From an optimization exercise on the open Yosys and OpenROAD flow, aimed at a short achievable clock period and few clock cycles per item; shortcuts taken in it are not production practice.
RTL that was checked went through simulation tests only; none was proved equivalent to the original.
The flow treats the clock pin as an ideal source. Dropping or thinning the clock tree relies on that and would not hold on a real chip.
Power is estimated from default activity; no workload was simulated.

==> flow/design.v (excerpt) <==
module axi_wr_slave (
    input  wire logic                  clk,
    input  wire logic                  rst_n,
    input  wire axi_wr_pkg::aw_cmd_t   aw,
    input  wire logic                  aw_valid,
    output logic                       aw_ready,
    input  wire axi_wr_pkg::w_beat_t   w,
    input  wire logic                  w_valid,
    output logic                       w_ready,
    output axi_wr_pkg::b_resp_t        b,
    output logic                       b_valid,
    input  wire logic                  b_ready,
    output axi_wr_pkg::mem_wr_t        mem,
    output logic                       mem_we,
    input  wire logic                  mem_ready
);
    axi_wr_pkg::aw_cmd_t           aw_q;
    axi_wr_pkg::cmd_dec_t          aw_dec;
    axi_wr_pkg::cmd_dec_t          aw_head;
    logic                          aw_v;
    logic                          aw_v_nxt;
    logic                          aw_ready_q;
    logic                          aw_push;
    logic                          aw_move;
    logic                          dec_ready;
    axi_wr_pkg::w_beat_t           w_head;
    logic                          aw_nempty;
    logic                          aw_pop;
    logic                          w_nempty;
    logic                          w_pop;
    logic                          can_start;
    logic                          start;
    logic                          resp_push;
    logic                          resp_size_err;
    logic [axi_wr_pkg::ID_W-1:0]   resp_id;
    assign aw_ready = aw_ready_q;
    assign aw_push  = aw_valid && aw_ready_q;
    assign aw_move  = aw_v && dec_ready;
    assign aw_v_nxt = aw_push || (aw_v && !aw_move);
    always_ff @(posedge clk or negedge rst_n) begin
        if (!rst_n) begin
            aw_v       <= 1'b0;
            aw_ready_q <= 1'b0;
        end else begin
            aw_v       <= aw_v_nxt;
  ...
==> flow/config.mk <==
export PLATFORM = sky130hd
export DESIGN_NAME = axi_wr_slave
export DESIGN_NICKNAME = axi_wr_slave
export VERILOG_FILES = /design/flow/design.v
export SDC_FILE = /design/flow/constraint.sdc
export NUM_CORES = 4
export LEC_CHECK = 0
export ABC_CLOCK_PERIOD_IN_PS = 1800
export CAP_MARGIN = 20
export CORE_MARGIN = 2
export CORE_UTILIZATION = 60
export CTS_CLUSTER_DIAMETER = 60
export CTS_CLUSTER_SIZE = 30
export SETUP_SLACK_MARGIN = 3.5
export SLEW_MARGIN = 20
==> flow/constraint.sdc <==
create_clock -name core_clock -period 5.5 [get_ports {clk}]
set_input_delay 1.1000 -clock core_clock [delete_from_list [all_inputs] [get_ports {clk}]]
set_output_delay 1.1000 -clock core_clock [all_outputs]
set_load 0.01 [all_outputs]
run.sh (not shown) runs the stock make flow with config.mk's settings and CLKGATE_MAP_FILE= SYNTH_SCRIPT=/design/flow/synth_recipe.tcl, a recipe that flattens the netlist after the stock synthesis.
Change:
- CORE_UTILIZATION: 60 -> 40
- CTS_CLUSTER_DIAMETER: 60 -> 100
- CTS_CLUSTER_SIZE: 30 -> 25
Cell area decreases slightly.
Clock skew fell by 0.012 ns.
Clock power came out lower by a quarter to a third.
Change:
- CTS_CLUSTER_DIAMETER: 100 -> default
- CTS_CLUSTER_SIZE: 25 -> default
What happened: The changed run completed without violations. Global-route usage is higher by 0.56 points. Synthesized cell count does not change. Cell area rose by a few percent. Combinational power hardly moves. Clock skew barely changes. Utilization grows by 2.2 points. Worst hold slack got worse by 0.0095 ns. Die area is unchanged.
Function was not checked in any run of this note: the RTL went through the layout flow alone.

---

axi_wr_slave, a different RTL version from the one above (not shown whole).
Size: roughly 1500 cells after synthesis.
==> flow/config.mk <==
export PLATFORM = sky130hd
export DESIGN_NAME = axi_wr_slave
export DESIGN_NICKNAME = axi_wr_slave
export VERILOG_FILES = /design/flow/design.v
export SDC_FILE = /design/flow/constraint.sdc
export NUM_CORES = 4
export LEC_CHECK = 0
export ABC_CLOCK_PERIOD_IN_PS = 1800
export CAP_MARGIN = 20
export CORE_MARGIN = 2
export CORE_UTILIZATION = 55
export GPL_TIMING_DRIVEN = 1
export PLACE_DENSITY = 0.55
export SETUP_SLACK_MARGIN = 3.6
export SLEW_MARGIN = 20
==> flow/constraint.sdc <==
create_clock -name core_clock -period 5.5 [get_ports {clk}]
set_input_delay 1.1000 -clock core_clock [delete_from_list [all_inputs] [get_ports {clk}]]
set_output_delay 1.1000 -clock core_clock [all_outputs]
set_load 0.01 [all_outputs]
standard.sh (not shown) runs the stock make flow with config.mk's settings and CLKGATE_MAP_FILE= SYNTH_SCRIPT=/design/flow/synth_recipe.tcl, a recipe that flattens the netlist after the stock synthesis.
==> flow/flow/run.sh <==
#!/bin/bash
# Standard synthesis and layout with three changes:
# - the clock tree: the clock port feeds four first-level clock buffers,
#   each feeding a share of 24 leaf buffers placed at the centres of
#   flip-flop clusters, so every flip-flop sees two clock buffers
#   (balanced, lower insertion delay than the stock H-tree);
# - sizing may change a cell's footprint (MATCH_CELL_FOOTPRINT=0);
# - port buffering and timing repair do not use delay cells (nodly.tcl).
# Each step's full output goes to a log of its own here.
set -euo pipefail
here=$(pwd)
nd="$here/flow/nodly.tcl"
hooks=(MATCH_CELL_FOOTPRINT=0 PRE_FLOORPLAN_TCL="$nd" PRE_GLOBAL_PLACE_TCL="$nd"
       PRE_RESIZE_TCL="$nd" PRE_REPAIR_TIMING_POST_PLACE_TCL="$nd" PRE_DETAIL_PLACE_TCL="$nd"
       PRE_GLOBAL_ROUTE_TCL="$nd" PRE_DETAIL_ROUTE_TCL="$nd")
bash standard.sh synth > "$here/log_1_synth.log" 2>&1
bash standard.sh "${hooks[@]}" floorplan place > "$here/log_2_place.log" 2>&1
bash standard.sh "${hooks[@]}" PRE_CTS_TCL="$here/flow/cts_tree.tcl" cts > "$here/log_3_cts.log" 2>&1
bash standard.sh "${hooks[@]}" finish > "$here/log_4_finish.log" 2>&1
==> flow/flow/cts_tree.tcl <==
# Manual two-level clock tree: the clock port feeds NROOT first-level
# buffers, each feeding its share of NLEAF leaf buffers, each leaf feeding
# a cluster of flip-flop clock pins (k-means on pin location).
proc kmeans {pts k iters} {
  # pts: list of {x y}; returns list of cluster index per point and centroids
  set n [llength $pts]
  set cents {}
  # seed: sort by x then pick evenly spaced
  set sorted [lsort -real -index 0 $pts]
  for {set i 0} {$i < $k} {incr i} { lappend cents [lindex $sorted [expr {int(($i + 0.5) * $n / $k)}]] }
  set asg [lrepeat $n 0]
  for {set it 0} {$it < $iters} {incr it} {
    set asg {}
    foreach p $pts {
      lassign $p x y
      set best 0; set bd 1e18; set ci 0
      foreach c $cents { lassign $c cx cy; set d [expr {($x-$cx)*($x-$cx)+($y-$cy)*($y-$cy)}]; if {$d < $bd} {set bd $d; set best $ci}; incr ci }
      lappend asg $best
    }
    set sx [lrepeat $k 0.0]; set sy [lrepeat $k 0.0]; set sn [lrepeat $k 0]
    foreach p $pts a $asg { lassign $p x y; lset sx $a [expr {[lindex $sx $a]+$x}]; lset sy $a [expr {[lindex $sy $a]+$y}]; lset sn $a [expr {[lindex $sn $a]+1}] }
    set nc {}
    for {set i 0} {$i < $k} {incr i} { if {[lindex $sn $i] > 0} { lappend nc [list [expr {[lindex $sx $i]/[lindex $sn $i]}] [expr {[lindex $sy $i]/[lindex $sn $i]}]] } else { lappend nc [lindex $cents $i] } }
    set cents $nc
  }
  return [list $asg $cents]
}

proc build_tree {nroot nleaf bufname} {
  set block [ord::get_db_block]
  set master [[ord::get_db] findMaster $bufname]
  set clknet [$block findNet clk]
  # sinks
  set sinks {}; set pts {}
  foreach it [$clknet getITerms] {
    set inst [$it getInst]
    if {[[$inst getMaster] isSequential] || [string match "*df*" [[$inst getMaster] getName]]} {
      lassign [$inst getLocation] x y
      lappend sinks $it; lappend pts [list $x $y]
    }
  }
  puts "sinks [llength $sinks]"
  lassign [kmeans $pts $nleaf 20] asg cents
  # leaf buffers
  set leaves {}
  for {set i 0} {$i < $nleaf} {incr i} {
    set b [odb::dbInst_create $block $master "clkleaf_$i"]
    set n [odb::dbNet_create $block "clknet_leaf_$i"]
    $n setSigType CLOCK
    lassign [lindex $cents $i] cx cy
    $b setLocation [expr {int($cx)}] [expr {int($cy)}]
    $b setPlacementStatus PLACED
    [$b findITerm X] connect $n
    lappend leaves $b
  }
  foreach it $sinks a $asg { $it disconnect; $it connect [$block findNet "clknet_leaf_$a"] }
  # first level: cluster the leaves
  set lpts {}
  foreach c $cents { lappend lpts $c }
  lassign [kmeans $lpts $nroot 20] rasg rcents
  for {set r 0} {$r < $nroot} {incr r} {
    set b [odb::dbInst_create $block $master "clkroot_$r"]
    set n [odb::dbNet_create $block "clknet_root_$r"]
    $n setSigType CLOCK
    lassign [lindex $rcents $r] cx cy
    $b setLocation [expr {int($cx)}] [expr {int($cy)}]
    $b setPlacementStatus PLACED
    [$b findITerm X] connect $n
    [$b findITerm A] connect $clknet
  }
  foreach l $leaves a $rasg { [$l findITerm A] connect [$block findNet "clknet_root_$a"] }
  $clknet setSigType CLOCK
}

# Run from cts.tcl's PRE_CTS hook: build the tree here and leave
# clock_tree_synthesis with nothing to do. The rest of the CTS step
# (legalisation, timing repair, checks) runs as usual.
source [file join [file dirname [info script]] nodly.tcl]
source [file join [file dirname [info script]] outfix.tcl]
fix_outputs sky130_fd_sc_hd__buf_4 sky130_fd_sc_hd__buf_2
build_tree 4 24 sky130_fd_sc_hd__clkbuf_16
rename clock_tree_synthesis ""
proc clock_tree_synthesis {args} { puts "manual clock tree in place; clock_tree_synthesis skipped" }
==> flow/flow/outfix.tcl <==
# For each output port: the port buffer, and the flip-flop that drives it.
proc out_pairs {} {
  set block [ord::get_db_block]
  set pairs {}
  foreach bt [$block getBTerms] {
    if {[$bt getIoType] ne "OUTPUT"} continue
    set net [$bt getNet]
    set drv ""
    foreach it [$net getITerms] { if {[$it isOutputSignal]} { set drv $it } }
    if {$drv eq ""} continue
    set buf [$drv getInst]
    set ain ""
    foreach it [$buf getITerms] { if {[$it isInputSignal]} { set ain $it } }
    if {$ain eq ""} continue
    set ff ""
    foreach it [[$ain getNet] getITerms] { if {[$it isOutputSignal]} { set ff [$it getInst] } }
    if {$ff eq "" || ![[$ff getMaster] isSequential]} continue
    lappend pairs [list $buf $ff $ain]
  }
  return $pairs
}

# Move each output flip-flop next to its port buffer, give the port buffer
# more drive, and hang the flip-flop's other loads off a buffer of their own
# so the flip-flop output sees only the port buffer and that one buffer.
proc fix_outputs {bufcell splitcell} {
  set block [ord::get_db_block]
  set db [ord::get_db]
  set bm [$db findMaster $bufcell]
  set sm [$db findMaster $splitcell]
  set n 0; set s 0
  foreach p [out_pairs] {
    lassign $p buf ff ain
    lassign [$buf getLocation] x y
    $ff setLocation $x $y
    if {$bufcell ne ""} { $buf swapMaster $bm }
    set qnet [$ain getNet]
    set others {}
    foreach it [$qnet getITerms] {
      if {[$it isInputSignal] && [$it getInst] ne $buf} { lappend others $it }
    }
    if {[llength $others] > 0} {
      set sb [odb::dbInst_create $block $sm "outsplit_$s"]
      set sn [odb::dbNet_create $block "outsplit_net_$s"]
      $sb setLocation $x $y
      $sb setPlacementStatus PLACED
      foreach it $others { $it disconnect; $it connect $sn }
      foreach it [$sb getITerms] {
        if {[$it isInputSignal]} { $it connect $qnet }
        if {[$it isOutputSignal]} { $it connect $sn }
      }
      incr s
    }
    incr n
  }
  puts "fixed $n output flip-flops, split $s"
}
Other scripts of this flow, unchanged in this note and not shown: flow/flow/nodly.tcl
The first run finished with timing, DRC and antenna clean.
Testbench counts at the start, summed over its fixed seeds: cycles 14,376, beats 13,386.
Edit:
Settings changed: CORE_UTILIZATION 55 to 45, GPL_TIMING_DRIVEN 1 to 0, PLACE_DENSITY 0.55 to 0.6.
Outcome: The new run ran to the end with no violations; die area grows by 22%; register-to-register slack improves by 40 ps; cell area grows by 1.3%; routed wire length shrinks by 3.7%; clock skew grows by 13 ps; synthesized cell count stays the same; final cell count grows by 4.9%; combinational power grows by 6.0%; via count shrinks by 1.3%.
Edit:
--- a/flow/flow/cts_tree.tcl
+++ b/flow/flow/cts_tree.tcl
@@ -42,2 +42,5 @@
   puts "sinks [llength $sinks]"
+  # About 18 flip-flops per leaf buffer at most
+  set nleaf [expr {max($nleaf, ([llength $sinks] + 17) / 18)}]
+  puts "leaf buffers $nleaf"
   lassign [kmeans $pts $nleaf 20] asg cents
--- a/flow/flow/outfix.tcl
+++ b/flow/flow/outfix.tcl
@@ -42,3 +42,5 @@
     if {[llength $others] > 0} {
-      set sb [odb::dbInst_create $block $sm "outsplit_$s"]
+      # A wide internal fanout gets a strong buffer
+      set m [expr {[llength $others] > 4 ? [$db findMaster sky130_fd_sc_hd__buf_12] : $sm}]
+      set sb [odb::dbInst_create $block $m "outsplit_$s"]
       set sn [odb::dbNet_create $block "outsplit_net_$s"]
Settings changed: CORE_UTILIZATION 45 to 55, GPL_TIMING_DRIVEN 0 to 1, PLACE_DENSITY 0.6 to 0.55.
What happened: First-iteration DRC count shrinks by about a fifth; final area shrinks slightly; core utilization rose by 13 points; hold slack is worse by 6.8 ps; die area went down by about a fifth; wire length increases by a few percent; synthesized area does not change; via count went up by a few percent; cell count went down by a few percent; setup slack got worse by 17 ps; clock power climbs by roughly a tenth.
Edit:
--- a/flow/flow/cts_tree.tcl
+++ b/flow/flow/cts_tree.tcl
@@ -42,5 +42,2 @@
   puts "sinks [llength $sinks]"
-  # About 18 flip-flops per leaf buffer at most
-  set nleaf [expr {max($nleaf, ([llength $sinks] + 17) / 18)}]
-  puts "leaf buffers $nleaf"
   lassign [kmeans $pts $nleaf 20] asg cents
--- a/flow/flow/outfix.tcl
+++ b/flow/flow/outfix.tcl
@@ -42,5 +42,3 @@
     if {[llength $others] > 0} {
-      # A wide internal fanout gets a strong buffer
-      set m [expr {[llength $others] > 4 ? [$db findMaster sky130_fd_sc_hd__buf_12] : $sm}]
-      set sb [odb::dbInst_create $block $m "outsplit_$s"]
+      set sb [odb::dbInst_create $block $sm "outsplit_$s"]
       set sn [odb::dbNet_create $block "outsplit_net_$s"]
Settings changed: ABC_CLOCK_PERIOD_IN_PS 1800 to 1000.
The new run completed with no timing, DRC or antenna violations.
Total power drops by 2.1%.
Register-to-register slack gets better by 50 ps.
Fmax climbs by 1.3%.
Routed wire length drops by 2.7%.
Clock power drops by about 10%.
Final cell count drops by about 0.9%.
Combinational power drops by about 1%.
Global-route usage drops by 0.27 points.
Edit:
Settings changed: ABC_CLOCK_PERIOD_IN_PS 1000 to 1400.
Sequential power stays flat.
Design area is unchanged.
Routed wire length is unchanged.
Sequential cell count does not change.
Total power stays the same.
Synthesized cell count does not change.
Setup slack is unchanged.
First-iteration DRC count is unchanged.
Via count stays the same.
Clock power hardly moves.
No run of this note takes its clock network from TritonCTS; it comes from the design's own scripts or RTL.

---

## v39
axi_wr_slave, a different RTL version from the one above (not shown whole).
Size in the first run: roughly 890 cells after synthesis, ~180 I/O pins, about 16000 um2 of cells after synthesis.
## axi_wr_slave
module axi_wr_slave (
    input  wire logic                  clk,
    input  wire logic                  rst_n,
    input  wire axi_wr_pkg::aw_cmd_t   aw,
    input  wire logic                  aw_valid,
    output logic                       aw_ready,
    input  wire axi_wr_pkg::w_beat_t   w,
    input  wire logic                  w_valid,
    output logic                       w_ready,
    output axi_wr_pkg::b_resp_t        b,
    output logic                       b_valid,
    input  wire logic                  b_ready,
    output axi_wr_pkg::mem_wr_t        mem,
    output logic                       mem_we,
    input  wire logic                  mem_ready
);
==> flow/config.mk <==
export PLATFORM = sky130hd
export DESIGN_NAME = axi_wr_slave
export DESIGN_NICKNAME = axi_wr_slave
export VERILOG_FILES = /design/flow/design.v
export SDC_FILE = /design/flow/constraint.sdc
export NUM_CORES = 4
export LEC_CHECK = 0
export ABC_CLOCK_PERIOD_IN_PS = 1800
export CAP_MARGIN = 20
export CORE_MARGIN = 2
export CORE_UTILIZATION = 45
export GPL_TIMING_DRIVEN = 0
export PLACE_DENSITY = 0.6
export SETUP_SLACK_MARGIN = 3.6
export SLEW_MARGIN = 20
==> flow/constraint.sdc <==
create_clock -name core_clock -period 5.5 [get_ports {clk}]
set_input_delay 1.1000 -clock core_clock [delete_from_list [all_inputs] [get_ports {clk}]]
set_output_delay 1.1000 -clock core_clock [all_outputs]
set_load 0.01 [all_outputs]
==> flow/flow/cts_tree.tcl <==
# Manual two-level clock tree: the clock port feeds NROOT first-level
# buffers, each feeding its share of NLEAF leaf buffers, each leaf feeding
# a cluster of flip-flop clock pins (k-means on pin location).
proc kmeans {pts k iters} {
  # pts: list of {x y}; returns list of cluster index per point and centroids
  set n [llength $pts]
  set cents {}
  # seed: sort by x then pick evenly spaced
  set sorted [lsort -real -index 0 $pts]
  for {set i 0} {$i < $k} {incr i} { lappend cents [lindex $sorted [expr {int(($i + 0.5) * $n / $k)}]] }
  set asg [lrepeat $n 0]
  for {set it 0} {$it < $iters} {incr it} {
    set asg {}
    foreach p $pts {
      lassign $p x y
      set best 0; set bd 1e18; set ci 0
      foreach c $cents { lassign $c cx cy; set d [expr {($x-$cx)*($x-$cx)+($y-$cy)*($y-$cy)}]; if {$d < $bd} {set bd $d; set best $ci}; incr ci }
      lappend asg $best
    }
    set sx [lrepeat $k 0.0]; set sy [lrepeat $k 0.0]; set sn [lrepeat $k 0]
    foreach p $pts a $asg { lassign $p x y; lset sx $a [expr {[lindex $sx $a]+$x}]; lset sy $a [expr {[lindex $sy $a]+$y}]; lset sn $a [expr {[lindex $sn $a]+1}] }
    set nc {}
    for {set i 0} {$i < $k} {incr i} { if {[lindex $sn $i] > 0} { lappend nc [list [expr {[lindex $sx $i]/[lindex $sn $i]}] [expr {[lindex $sy $i]/[lindex $sn $i]}]] } else { lappend nc [lindex $cents $i] } }
    set cents $nc
  }
  return [list $asg $cents]
}

proc build_tree {nroot nleaf bufname} {
  set block [ord::get_db_block]
  set master [[ord::get_db] findMaster $bufname]
  set clknet [$block findNet clk]
  # sinks
  set sinks {}; set pts {}
  foreach it [$clknet getITerms] {
    set inst [$it getInst]
    if {[[$inst getMaster] isSequential] || [string match "*df*" [[$inst getMaster] getName]]} {
      lassign [$inst getLocation] x y
      lappend sinks $it; lappend pts [list $x $y]
    }
  }
  puts "sinks [llength $sinks]"
  lassign [kmeans $pts $nleaf 20] asg cents
  # leaf buffers
  set leaves {}
  for {set i 0} {$i < $nleaf} {incr i} {
    set b [odb::dbInst_create $block $master "clkleaf_$i"]
    set n [odb::dbNet_create $block "clknet_leaf_$i"]
    $n setSigType CLOCK
    lassign [lindex $cents $i] cx cy
    $b setLocation [expr {int($cx)}] [expr {int($cy)}]
    $b setPlacementStatus PLACED
    [$b findITerm X] connect $n
    lappend leaves $b
  }
  foreach it $sinks a $asg { $it disconnect; $it connect [$block findNet "clknet_leaf_$a"] }
  # first level: cluster the leaves
  set lpts {}
  foreach c $cents { lappend lpts $c }
  lassign [kmeans $lpts $nroot 20] rasg rcents
  for {set r 0} {$r < $nroot} {incr r} {
    set b [odb::dbInst_create $block $master "clkroot_$r"]
    set n [odb::dbNet_create $block "clknet_root_$r"]
    $n setSigType CLOCK
    lassign [lindex $rcents $r] cx cy
    $b setLocation [expr {int($cx)}] [expr {int($cy)}]
    $b setPlacementStatus PLACED
    [$b findITerm X] connect $n
    [$b findITerm A] connect $clknet
  }
  foreach l $leaves a $rasg { [$l findITerm A] connect [$block findNet "clknet_root_$a"] }
  $clknet setSigType CLOCK
}

# Run from cts.tcl's PRE_CTS hook: build the tree here and leave
# clock_tree_synthesis with nothing to do. The rest of the CTS step
# (legalisation, timing repair, checks) runs as usual.
source [file join [file dirname [info script]] nodly.tcl]
source [file join [file dirname [info script]] outfix.tcl]
fix_outputs sky130_fd_sc_hd__buf_4 sky130_fd_sc_hd__buf_2
build_tree 4 24 sky130_fd_sc_hd__clkbuf_16
rename clock_tree_synthesis ""
proc clock_tree_synthesis {args} { puts "manual clock tree in place; clock_tree_synthesis skipped" }
==> flow/flow/outfix.tcl <==
# For each output port: the port buffer, and the flip-flop that drives it.
proc out_pairs {} {
  set block [ord::get_db_block]
  set pairs {}
  foreach bt [$block getBTerms] {
    if {[$bt getIoType] ne "OUTPUT"} continue
    set net [$bt getNet]
    set drv ""
    foreach it [$net getITerms] { if {[$it isOutputSignal]} { set drv $it } }
    if {$drv eq ""} continue
    set buf [$drv getInst]
    set ain ""
    foreach it [$buf getITerms] { if {[$it isInputSignal]} { set ain $it } }
    if {$ain eq ""} continue
    set ff ""
    foreach it [[$ain getNet] getITerms] { if {[$it isOutputSignal]} { set ff [$it getInst] } }
    if {$ff eq "" || ![[$ff getMaster] isSequential]} continue
    lappend pairs [list $buf $ff $ain]
  }
  return $pairs
}

# Move each output flip-flop next to its port buffer, give the port buffer
# more drive, and hang the flip-flop's other loads off a buffer of their own
# so the flip-flop output sees only the port buffer and that one buffer.
proc fix_outputs {bufcell splitcell} {
  set block [ord::get_db_block]
  set db [ord::get_db]
  set bm [$db findMaster $bufcell]
  set sm [$db findMaster $splitcell]
  set n 0; set s 0
  foreach p [out_pairs] {
    lassign $p buf ff ain
    lassign [$buf getLocation] x y
    $ff setLocation $x $y
    if {$bufcell ne ""} { $buf swapMaster $bm }
    set qnet [$ain getNet]
    set others {}
    foreach it [$qnet getITerms] {
      if {[$it isInputSignal] && [$it getInst] ne $buf} { lappend others $it }
    }
    if {[llength $others] > 0} {
      set sb [odb::dbInst_create $block $sm "outsplit_$s"]
      set sn [odb::dbNet_create $block "outsplit_net_$s"]
      $sb setLocation $x $y
      $sb setPlacementStatus PLACED
      foreach it $others { $it disconnect; $it connect $sn }
      foreach it [$sb getITerms] {
        if {[$it isInputSignal]} { $it connect $qnet }
        if {[$it isOutputSignal]} { $it connect $sn }
      }
      incr s
    }
    incr n
  }
  puts "fixed $n output flip-flops, split $s"
}
Scripts as last shown in full above: flow/flow/run.sh
Other scripts of this flow, unchanged in this note and not shown: flow/flow/nodly.tcl
Per the final summary, v39 finished and its layout is clean on timing, DRC and antenna.
Relative to v39, the following input files were edited for v56:
- SETUP_SLACK_MARGIN: 3.6 -> 3.5
- GPL_TIMING_DRIVEN: 0 -> 1
- CORE_UTILIZATION: 45 -> 55
- PLACE_DENSITY: 0.6 -> 0.7
## What came out
Looking at fraction of power consumed by the clock network, v56 sits above v39.
Diff v39 -> v56 | count of non-filler cells in the finished layout | decrease of about 8%
Compared with v39, v56 is the less power-hungry design.
Number of nets produced by synthesis: v39 vs v56 — no meaningful difference
Relative to v39, global-route usage increased by 2.1 points in v56.
NOTE: total number of nets in the final design in v56 falls short of that of v39
What v29 does differently from v56 at the input level:
- PLACE_DENSITY now 0.55, was 0.7
- SETUP_SLACK_MARGIN now 3.6, was 3.5
==> comparison <==
- v56 did not stop at any stage, and its layout met the timing, DRC and antenna checks.
- The final layout from v29, which completed every stage, passed the timing, DRC and antenna checks at the end of the flow.
- Delta (v29 minus v56): clock period minus final worst setup slack shrank by 0.021 ns, number of standard cells after synthesis stayed essentially flat, I/O pin count now sits at about the same level.
- Cmp v56 and v29 / power in combinational cells / lower: v56
- Cell count: v29 higher than v56
Modified inputs, v43 compared to v29
- changing SETUP_SLACK_MARGIN from 3.6 to 3.5
- changing PLACE_DENSITY from 0.55 to 0.8
- changing CORE_UTILIZATION from 55 to 70
- v43 ended with every stage complete and zero timing, DRC or antenna violations.
- Compared with v29, v43 shows a total length of routed wires that is 3.4 mm higher.
- v43 vs v29: final instance area down by a few percent
- v29 reports its master of the slowest instance on the critical path as edfxtp_1 while v43 reports dfrtp_1.
- The global-route wire length before repair of v43 exceeds that of v29 by about 5%.
- Compare v29 and v43 | final core utilization higher: v43
- The power of the clock network in v43 sits about 3% above the value recorded for v29.
- Overall power of the completed layout, v29 and v43: lower on v43
- v43 vs. v29: filler cell count in the final layout shows a reduction of about 50%; critical path depth moved up.
- Going from v29 to v43, clock skew grows by 0.030 ns.
- The setup slack number comes out higher for v29 vs v43.
- Looking at startpoint of the most critical setup path, the u_wresp_gen.u_b_fifo.rd_ptr[0]$_DFFE_PN0P_ result is from v43; the u_burst_engine.mem_q[31]$_DFFE_PP_ one comes from v29.
Modified inputs, v48 compared to v43
- a change of PLACE_DENSITY from 0.8 to 0.7
- a change of CORE_UTILIZATION from 70 to 55
diff --git a/flow/flow/cts_tree.tcl b/flow/flow/cts_tree.tcl
--- a/flow/flow/cts_tree.tcl
+++ b/flow/flow/cts_tree.tcl
@@ -77,6 +77,4 @@
 # (legalisation, timing repair, checks) runs as usual.
 source [file join [file dirname [info script]] nodly.tcl]
-source [file join [file dirname [info script]] outfix.tcl]
-fix_outputs sky130_fd_sc_hd__buf_4 sky130_fd_sc_hd__buf_2
 build_tree 4 24 sky130_fd_sc_hd__clkbuf_16
 rename clock_tree_synthesis ""
removed: flow/flow/outfix.tcl
==> run notes <==
Total number of cells along the worst setup path sits lower in v48 than in v43.
v48 against v43: ratio of final minimum period to clock period dropped 1.6 points; worst setup slack up 0.091 ns.
On number of multi-input combinational cells in the layout, v43 tracks v48 almost exactly.
End of the critical path = mem[44]: v48; end of the critical path = u_wresp_gen.b_q[2]$_DFFE_PN_: v43
No functional check of the RTL was part of any run of this note. No run of this note takes its clock network from TritonCTS; it comes from the design's own scripts or RTL.

port drivers added, routing unchanged:
No port has a modelled driver above. Below, the same layouts with a new extraction and two added sets of constraints. Step 1 sets driving cells, clkbuf_16 on the clock port and buf_2 on the other inputs (assumed; they add their load-dependent delay and slew). Step 2 also shifts input and output timing later by t, the mid clock arrival at the registers, as if the neighbouring blocks saw the same clock. a / b / c = no drivers / after step 1 / after step 2; a / b = the first two.
run | shift t [ns] | setup WS [ns] | worst setup path after step 2 | worst slew at a driven data input, ns
the first run of note 1 | 0.629 | 3.203 / 3.152 / 2.771 | input to register | 0.07
the second run of note 1 | 0.579 | 3.223 / 3.173 / 2.725 | input to register | 0.06
the third run of note 1 | 0.599 | 3.211 / 3.161 / 2.728 | input to register | 0.07
the first run of note 2 | 0.480 | 3.494 / 3.366 / 3.208 | input to register | 0.09
the second run of note 2 | 0.470 | 3.486 / 3.364 / 3.230 | input to register | 0.09
the third run of note 2 | 0.485 | 3.468 / 3.342 / 3.224 | input to register | 0.09
the fourth run of note 2 | 0.480 | 3.494 / 3.366 / 3.208 | input to register | 0.09
the fifth run of note 2 | 0.480 | 3.494 / 3.366 / 3.208 | input to register | 0.09
v39 | 0.446 | 3.484 / 3.373 / 3.218 | input to register | 0.08
v56 | 0.432 | 3.464 / 3.365 / 3.282 | input to register | 0.07
v29 | 0.426 | 3.485 / 3.384 / 3.259 | input to register | 0.08
v43 | 0.439 | 3.377 / 3.314 / 3.189 | input to register | 0.07
v48 | 0.438 | 3.467 / 3.350 / 3.299 | input to register | 0.09
After both steps setup and hold are still met in every run listed. The setup slack of the second run of note 1, which loses most, moves by -0.050 ns with the drivers and by -0.498 ns with both steps.
